What follows belongs to an exercise in optimizing a design on an open flow for small area, a short achievable clock period and few clock cycles; a production flow would make more cautious choices. Only simulation tests tie the RTL to the original design; equivalence was not proved.

Setup of job 5447:
Design fu_mul_pipe, start of the top module:
module fu_mul_pipe #(
  parameter int XLEN  = 32,
  parameter int TAG_W = 4
) (
  input  logic             clk,
  input  logic             rst,
  input  logic             flush,
  input  logic             in_valid,
  output logic             in_ready,
  input  logic [1:0]       op,
  input  logic [XLEN-1:0]  a,
  input  logic [XLEN-1:0]  b,
  input  logic [TAG_W-1:0] tag,
  output logic             out_valid,
  input  logic             out_ready,
  output logic [XLEN-1:0]  res,
  output logic [TAG_W-1:0] out_tag,
  output logic             busy
);
  localparam int NS = 2;
  logic               stall, en;
  logic [NS-1:0]      v_q, hi_q;
  logic [TAG_W-1:0]   tag_q [NS];
  logic [2*XLEN-1:0]  prod;
  logic               out_valid_q;
  logic               out_nvalid_q;       
  logic [XLEN-1:0]    res_q;
  logic [TAG_W-1:0]   out_tag_q;
  assign stall    = out_valid_q & ~out_ready;
  assign en       = ~stall;
  assign in_ready = (out_nvalid_q | out_ready) & ~flush;
  always_ff @(posedge clk or posedge rst)
    if (rst) begin
      v_q          <= '0;
  ...
Size in the first run: about 2900 cells after synthesis.
==> flow/config.mk <==
export PLATFORM = sky130hd
export DESIGN_NAME = fu_mul_pipe
export DESIGN_NICKNAME = fu_mul_pipe
export VERILOG_FILES = /design/flow/design.v
export SDC_FILE = /design/flow/constraint.sdc
export NUM_CORES = 4
export LEC_CHECK = 0
export CAP_MARGIN = 20
export CORE_MARGIN = 2
export CORE_UTILIZATION = 60
export SETUP_SLACK_MARGIN = 5.0
export SLEW_MARGIN = 20
export SYNTH_HIERARCHICAL = 1
export SYNTH_MINIMUM_KEEP_SIZE = 0
==> flow/constraint.sdc <==
create_clock -name core_clock -period 9.0 [get_ports {clk}]
set_input_delay 1.8000 -clock core_clock [delete_from_list [all_inputs] [get_ports {clk}]]
set_output_delay 1.8000 -clock core_clock [all_outputs]
set_load 0.01 [all_outputs]
run.sh (not shown) runs the stock make flow with config.mk's settings and CLKGATE_MAP_FILE= SYNTH_SCRIPT=/design/flow/synth_recipe.tcl, a recipe that flattens the netlist after the stock synthesis.
Testbench counts of job 5447, summed over its fixed seeds: cycles 12,241.
What job 8687 does differently from job 5447 at the input level:
==> flow/flow/run.sh (new file) <==
#!/bin/bash
set -euo pipefail
export BUFFER_PORTS_ARGS="-buffer_cell sky130_fd_sc_hd__buf_1"
bash standard.sh SETUP_SLACK_MARGIN=5.1 finish > make.log 2>&1
==> flow/standard.sh (new file) <==
#!/bin/bash
# synth_recipe.tcl (not shown) runs the flow's synth.tcl, then flattens the netlist and writes it again
# the make line also repeats each setting of config.mk as NAME=value (left out here)
make -C /OpenROAD-flow-scripts/flow DESIGN_CONFIG=/design/flow/config.mk WORK_HOME=/design/flow/orfs CLKGATE_MAP_FILE= SYNTH_SCRIPT=/design/flow/synth_recipe.tcl "${@:-finish}"
removed: flow/run.sh
Findings:
Cmp job 8687 vs job 5447: filler cell count higher in job 8687. Compared with job 5447, job 8687 improves post-route minimum period. Looking at start point of the critical path, the out_ready result is from job 8687; the u_core.d_q[41] one comes from job 5447. Run comparison: job 8687 worst-path cell with the longest stage delay sky130_fd_sc_hd__buf_2; job 5447 worst-path cell with the longest stage delay sky130_fd_sc_hd__buf_4. Diff job 5447 -> job 8687: sum of routed wire length over all layers up about 3.7%; number of clock buffer instances in the layout has increased.
For job 767, these inputs were changed with respect to job 8687:
-- flow/flow/run.sh --
<<< job 8687, line 4
bash standard.sh SETUP_SLACK_MARGIN=5.1 finish > make.log 2>&1
>>> job 767, line 4
bash standard.sh SETUP_SLACK_MARGIN=5.2 finish > make.log 2>&1
==> comparison <==
In summary, job 767 completed successfully, with a layout that passed the timing, design-rule and antenna checks. Per the comparison of job 767 with job 8687, routing usage on met2 higher; cell count roughly the same. Area added between synthesis and finish in job 767 is 2.3 points above job 8687. Detailed-routed wire length on met2: job 767 vs job 8687 up 540 um. Of job 767 and job 8687, it is job 767 that has the lower register fraction of the total cell area. Per the comparison of job 767 with job 8687, final setup violation count stayed essentially flat, largest net degree at the start of global routing went up by 13, total vias in the final route decreased about 0.7%, number of non-clock buffers +8. From job 8687 to job 767, fraction of synthesized cell area in xor and xnor cells did not move at all.
Relative to job 767, the following input files were edited for job 9904:
- CTS_CLUSTER_DIAMETER newly set to 140
- CTS_CLUSTER_SIZE newly set to 20
-- flow/flow/run.sh --
<<< job 767, line 4
bash standard.sh SETUP_SLACK_MARGIN=5.2 finish > make.log 2>&1
>>> job 9904, line 4
bash standard.sh SETUP_SLACK_MARGIN=5.1 finish > make.log 2>&1
## What came out
- Summary of job 9904 over job 767: clock skew shows an increase of 0.027 ns; largest net degree at the start of global routing shows a reduction of 11%; register fraction of the total cell area shows an increase of 0.93 points.
- Global-route usage in job 9904 is 0.86 points lower than in job 767
- | design area | job 9904 vs job 767 | better |
- Compared with job 767, job 9904 shows a met1 layer wirelength in the final routing that is 1.2% higher.
- Cmp job 767 and job 9904 / clock-buffer cell count / higher: job 767

---

job 2695:
fu_mul_pipe again, from the RTL that the note above started with.
clock: 9.0 ns
lec_check: 0
cap_margin: 20
core_margin: 2
core_utilization: 60
cts_cluster_diameter: 120
cts_cluster_size: 30
setup_slack_margin: 5.0
slew_margin: 20
synth_hierarchical: 1
synth_minimum_keep_size: 0
standard.sh (not shown) runs the stock make flow with config.mk's settings and CLKGATE_MAP_FILE= SYNTH_SCRIPT=/design/flow/synth_recipe.tcl, a recipe that flattens the netlist after the stock synthesis.
==> flow/flow/run.sh <==
#!/bin/bash
set -euo pipefail
export BUFFER_PORTS_ARGS="-buffer_cell sky130_fd_sc_hd__buf_1"
bash standard.sh SETUP_SLACK_MARGIN=5.1 finish > make.log 2>&1
Job 2695 did not stop at any stage, and its layout met the timing, design-rule and antenna checks.
Testbench counts of job 2695, summed over its fixed seeds: cycles 12,241.
Input-level comparison between job 8722 and job 2695:
# job 2695
export LEC_CHECK = 0
export CAP_MARGIN = 20
export CORE_MARGIN = 2
export CORE_UTILIZATION = 60
export CTS_CLUSTER_DIAMETER = 120
export CTS_CLUSTER_SIZE = 30
export SETUP_SLACK_MARGIN = 5.0
export SLEW_MARGIN = 20
export SYNTH_HIERARCHICAL = 1
export SYNTH_MINIMUM_KEEP_SIZE = 0
create_clock -name core_clock -period 9.0 [get_ports {clk}]
# job 8722
export LEC_CHECK = 0
export CAP_MARGIN = 20
export CORE_MARGIN = 2
export CORE_UTILIZATION = 70
export SETUP_SLACK_MARGIN = 5.0
export SLEW_MARGIN = 20
export SYNTH_HIERARCHICAL = 1
export SYNTH_MINIMUM_KEEP_SIZE = 0
create_clock -name core_clock -period 9.0 [get_ports {clk}]
==> flow/flow/run.sh <==
#!/bin/bash
# The standard layout (standard.sh: ORFS from synthesis to the final layout), with one change:
# the port buffers that global placement inserts are sky130_fd_sc_hd__buf_1 cells rather than
# the default pick, clkdlybuf4s50_1, which is larger and slower. Timing repair still resizes them.
# make's full output is in make.log here; each ORFS step's own log is under orfs/logs/.
set -euo pipefail
export BUFFER_PORTS_ARGS="-buffer_cell sky130_fd_sc_hd__buf_1"
bash standard.sh finish > make.log 2>&1
Findings:
Compared with job 2695, job 8722 shows pin slew with the least headroom to its limit lower by 140 ps.
Row sum of buffers and inverters on the critical path: job 8722 lower / job 2695 higher
Register-to-register slack delta (job 8722 − job 2695): unfavourable
Across job 2695 and job 8722, none had a timing, DRC or antenna violation.
In the reports for job 2695 and job 8722, the smaller final cycle utilization of the critical path belongs to job 2695.
In job 8722, share of cell area taken by multi-input logic gates is lower than in job 2695.
Here is what was changed in the inputs of job 7467 compared with job 8722.
# job 8722
export LEC_CHECK = 0
export CAP_MARGIN = 20
export CORE_MARGIN = 2
export CORE_UTILIZATION = 70
export SETUP_SLACK_MARGIN = 5.0
export SLEW_MARGIN = 20
export SYNTH_HIERARCHICAL = 1
export SYNTH_MINIMUM_KEEP_SIZE = 0
create_clock -name core_clock -period 9.0 [get_ports {clk}]
# job 7467
export LEC_CHECK = 0
export CAP_MARGIN = 20
export CORE_MARGIN = 2
export CORE_UTILIZATION = 70
export CTS_CLUSTER_DIAMETER = 140
export CTS_CLUSTER_SIZE = 24
export SETUP_SLACK_MARGIN = 5.0
export SLEW_MARGIN = 20
export SYNTH_HIERARCHICAL = 1
export SYNTH_MINIMUM_KEEP_SIZE = 0
create_clock -name core_clock -period 9.0 [get_ports {clk}]
==> flow/flow/run.sh <==
#!/bin/bash
set -euo pipefail
export BUFFER_PORTS_ARGS="-buffer_cell sky130_fd_sc_hd__buf_1"
bash standard.sh SETUP_SLACK_MARGIN=5.1 finish > make.log 2>&1
Findings:
- [compare] base=job 8722 new=job 7467: minimum clock period went down, clock latency of the later-clocked register in the worst-skew pair went down, detailed-route via count went down.
- Re number of antenna violations at the first check in global routing: job 7467 and job 8722 aren't equal, and the lower value belongs to job 8722.
- For job 8722, the worst-path cell with the longest stage delay was fa_1, unlike job 7467, where it was buf_2.
- On worst setup slack, job 7467 does better than job 8722.
- Compared with job 8722, in job 7467 multi-input logic area has increased, number of buffers inserted to repair setup after CTS now sits higher, critical path depth in cells shows a reduction of 4.
--- input diff job 7467..job 1441 ---
# job 7467
export LEC_CHECK = 0
export CAP_MARGIN = 20
export CORE_MARGIN = 2
export CORE_UTILIZATION = 70
export CTS_CLUSTER_DIAMETER = 140
export CTS_CLUSTER_SIZE = 24
export SETUP_SLACK_MARGIN = 5.0
export SLEW_MARGIN = 20
export SYNTH_HIERARCHICAL = 1
export SYNTH_MINIMUM_KEEP_SIZE = 0
create_clock -name core_clock -period 9.0 [get_ports {clk}]
# job 1441
export LEC_CHECK = 0
export CAP_MARGIN = 20
export CORE_MARGIN = 2
export CORE_UTILIZATION = 60
export SETUP_SLACK_MARGIN = 5.0
export SLEW_MARGIN = 20
export SYNTH_HIERARCHICAL = 1
export SYNTH_MINIMUM_KEEP_SIZE = 0
create_clock -name core_clock -period 9.0 [get_ports {clk}]
==> flow/flow/run.sh <==
#!/bin/bash
# The standard layout (standard.sh: ORFS from synthesis to the final layout), with one change:
# the port buffers that global placement inserts are sky130_fd_sc_hd__buf_1 cells rather than
# the default pick, clkdlybuf4s50_1, which is larger and slower. Timing repair still resizes them.
# make's full output is in make.log here; each ORFS step's own log is under orfs/logs/.
set -euo pipefail
export BUFFER_PORTS_ARGS="-buffer_cell sky130_fd_sc_hd__buf_1"
bash standard.sh finish > make.log 2>&1
Findings:
Looking at the reports, job 1441 completed the entire flow and the layout it produced met the timing, design-rule and antenna checks.
Of job 1441 and job 7467, it is job 1441 that has the higher length of the first detailed-routing pass in iterations.
Initial antenna violation count ends up higher on job 7467.
From job 7467 to job 1441 the numbers moved as follows: vertical extent of the die up 7.9%; area growth from synthesis to final layout shows an increase of 1.9 points; pin count of the biggest net entering global routing up 18.

---

Another version of the RTL of fu_mul_pipe (not shown whole).
Size in the first run: about 3000 cells after synthesis, about 110 I/O pins, about 34000 um2 of cells after synthesis.
Settings: LEC_CHECK=0, CAP_MARGIN=20, CORE_MARGIN=2, CORE_UTILIZATION=50, SETUP_SLACK_MARGIN=5.0, SLEW_MARGIN=20, SYNTH_HIERARCHICAL=1, SYNTH_MINIMUM_KEEP_SIZE=0; clock period 9.0 ns.
run.sh (not shown) runs the stock make flow with config.mk's settings and CLKGATE_MAP_FILE= SYNTH_SCRIPT=/design/flow/synth_recipe.tcl, a recipe that flattens the netlist after the stock synthesis.
Stock flow here: none of the scripts above is used.
Testbench counts at the start, summed over its fixed seeds: cycles 12,241.
Edit:
- SETUP_SLACK_MARGIN: 5.0 -> 4.6
Die area stays the same.
Final area is lower by about 2.6%.
Hold slack is about the same.
Routed wire length is lower by about 0.9%.
Utilization is lower by 1.4 points.
Final cell count barely changes.
Worst setup slack degrades by 0.23 ns.
Non-clock buffer count is lower by 6.
Flip-flop and latch count stays the same.

---

fu_mul_pipe with an RTL version that a note above also has.
Size: ~110 I/O pins, roughly 34000 um2 of cells after synthesis.
export LEC_CHECK = 0
export CAP_MARGIN = 20
export CORE_MARGIN = 2
export CORE_UTILIZATION = 60
export CTS_BUF_LIST = sky130_fd_sc_hd__clkbuf_4 sky130_fd_sc_hd__clkbuf_8
export SETUP_SLACK_MARGIN = 5.0
export SLEW_MARGIN = 20
export SYNTH_HIERARCHICAL = 1
export SYNTH_MINIMUM_KEEP_SIZE = 0
create_clock -name core_clock -period 9.0 [get_ports {clk}]
The starting point completed with no timing, DRC or antenna violations.
Testbench counts at the start, summed over its fixed seeds: cycles 12,241.
Edit:
==> flow/flow/run.sh (new file) <==
#!/bin/bash
set -euo pipefail
export BUFFER_PORTS_ARGS="-buffer_cell sky130_fd_sc_hd__buf_1"
bash standard.sh SETUP_SLACK_MARGIN=5.1 finish > make.log 2>&1
==> flow/standard.sh (new file) <==
#!/bin/bash
# synth_recipe.tcl (not shown) runs the flow's synth.tcl, then flattens the netlist and writes it again
# the make line also repeats each setting of config.mk as NAME=value (left out here)
make -C /OpenROAD-flow-scripts/flow DESIGN_CONFIG=/design/flow/config.mk WORK_HOME=/design/flow/orfs CLKGATE_MAP_FILE= SYNTH_SCRIPT=/design/flow/synth_recipe.tcl "${@:-finish}"
- CTS_BUF_LIST: sky130_fd_sc_hd__clkbuf_4 sky130_fd_sc_hd__clkbuf_8 -> unset
- CTS_CLUSTER_DIAMETER: unset -> 140
- CTS_CLUSTER_SIZE: unset -> 24
removed: flow/run.sh
- clock-buffer cell count shrinks by 48
- global-route usage grows by 1.2 points
- maximum frequency grows by about 2%
- final area shrinks by about 2.7%

## re-timing with driven ports
No port has a modelled driver above. Below, the same layouts with a new extraction and two added sets of constraints. Step 1 sets driving cells, clkbuf_16 on the clock port and buf_2 on the other inputs (assumed; they add their load-dependent delay and slew). Step 2 also shifts input and output timing later by t, the mid clock arrival at the registers, as if the neighbouring blocks saw the same clock. a / b / c = ideal / step 1 / step 2; a / b = the first two.
| run | t (ns) | setup slack, ns | worst hold slack (ns) | clock arrival spread, ns | slew at the worst register clock pin (ns) |
|---|---|---|---|---|---|
| job 5447 | 0.627 | 5.003 / 5.003 / 5.003 | 0.418 / 0.418 / 0.418 | 0.043 / 0.043 | 0.07 / 0.07 |
| job 8687 | 0.618 | 5.075 / 5.044 / 4.981 | 0.421 / 0.421 / 0.421 | 0.025 / 0.026 | 0.07 / 0.07 |
| job 767 | 0.618 | 5.071 / 5.032 / 5.032 | 0.423 / 0.423 / 0.423 | 0.020 / 0.020 | 0.07 / 0.07 |
| job 9904 | 0.610 | 5.075 / 5.044 / 4.983 | 0.422 / 0.422 / 0.422 | 0.047 / 0.048 | 0.10 / 0.10 |
| job 2695 | 0.611 | 5.075 / 5.044 / 5.029 | 0.431 / 0.431 / 0.431 | 0.031 / 0.031 | 0.12 / 0.12 |
| job 8722 | 0.681 | 4.990 / 4.990 / 4.990 | 0.418 / 0.418 / 0.418 | 0.030 / 0.031 | 0.07 / 0.07 |
| job 7467 | 0.601 | 5.076 / 5.037 / 5.037 | 0.427 / 0.427 / 0.427 | 0.032 / 0.032 | 0.11 / 0.11 |
| job 1441 | 0.615 | 5.007 / 5.007 / 5.007 | 0.421 / 0.421 / 0.421 | 0.027 / 0.027 | 0.07 / 0.07 |
| the first run of note 3 | 0.634 | 4.907 / 4.867 / 4.746 | 0.420 / 0.420 / 0.420 | 0.020 / 0.020 | 0.07 / 0.07 |
| the second run of note 3 | 0.631 | 4.675 / 4.651 / 4.651 | 0.418 / 0.418 / 0.418 | 0.031 / 0.031 | 0.06 / 0.06 |
| the first run of note 4 | 0.728 | 4.999 / 4.999 / 4.999 | 0.417 / 0.417 / 0.417 | 0.044 / 0.044 | 0.07 / 0.07 |
| the second run of note 4 | 0.603 | 5.075 / 5.044 / 5.016 | 0.424 / 0.424 / 0.424 | 0.045 / 0.045 | 0.11 / 0.11 |
After both steps every run listed still meets setup and hold. The setup slack of the first run of note 3, which loses most, moves by -0.040 ns with the drivers and by -0.161 ns with both steps.
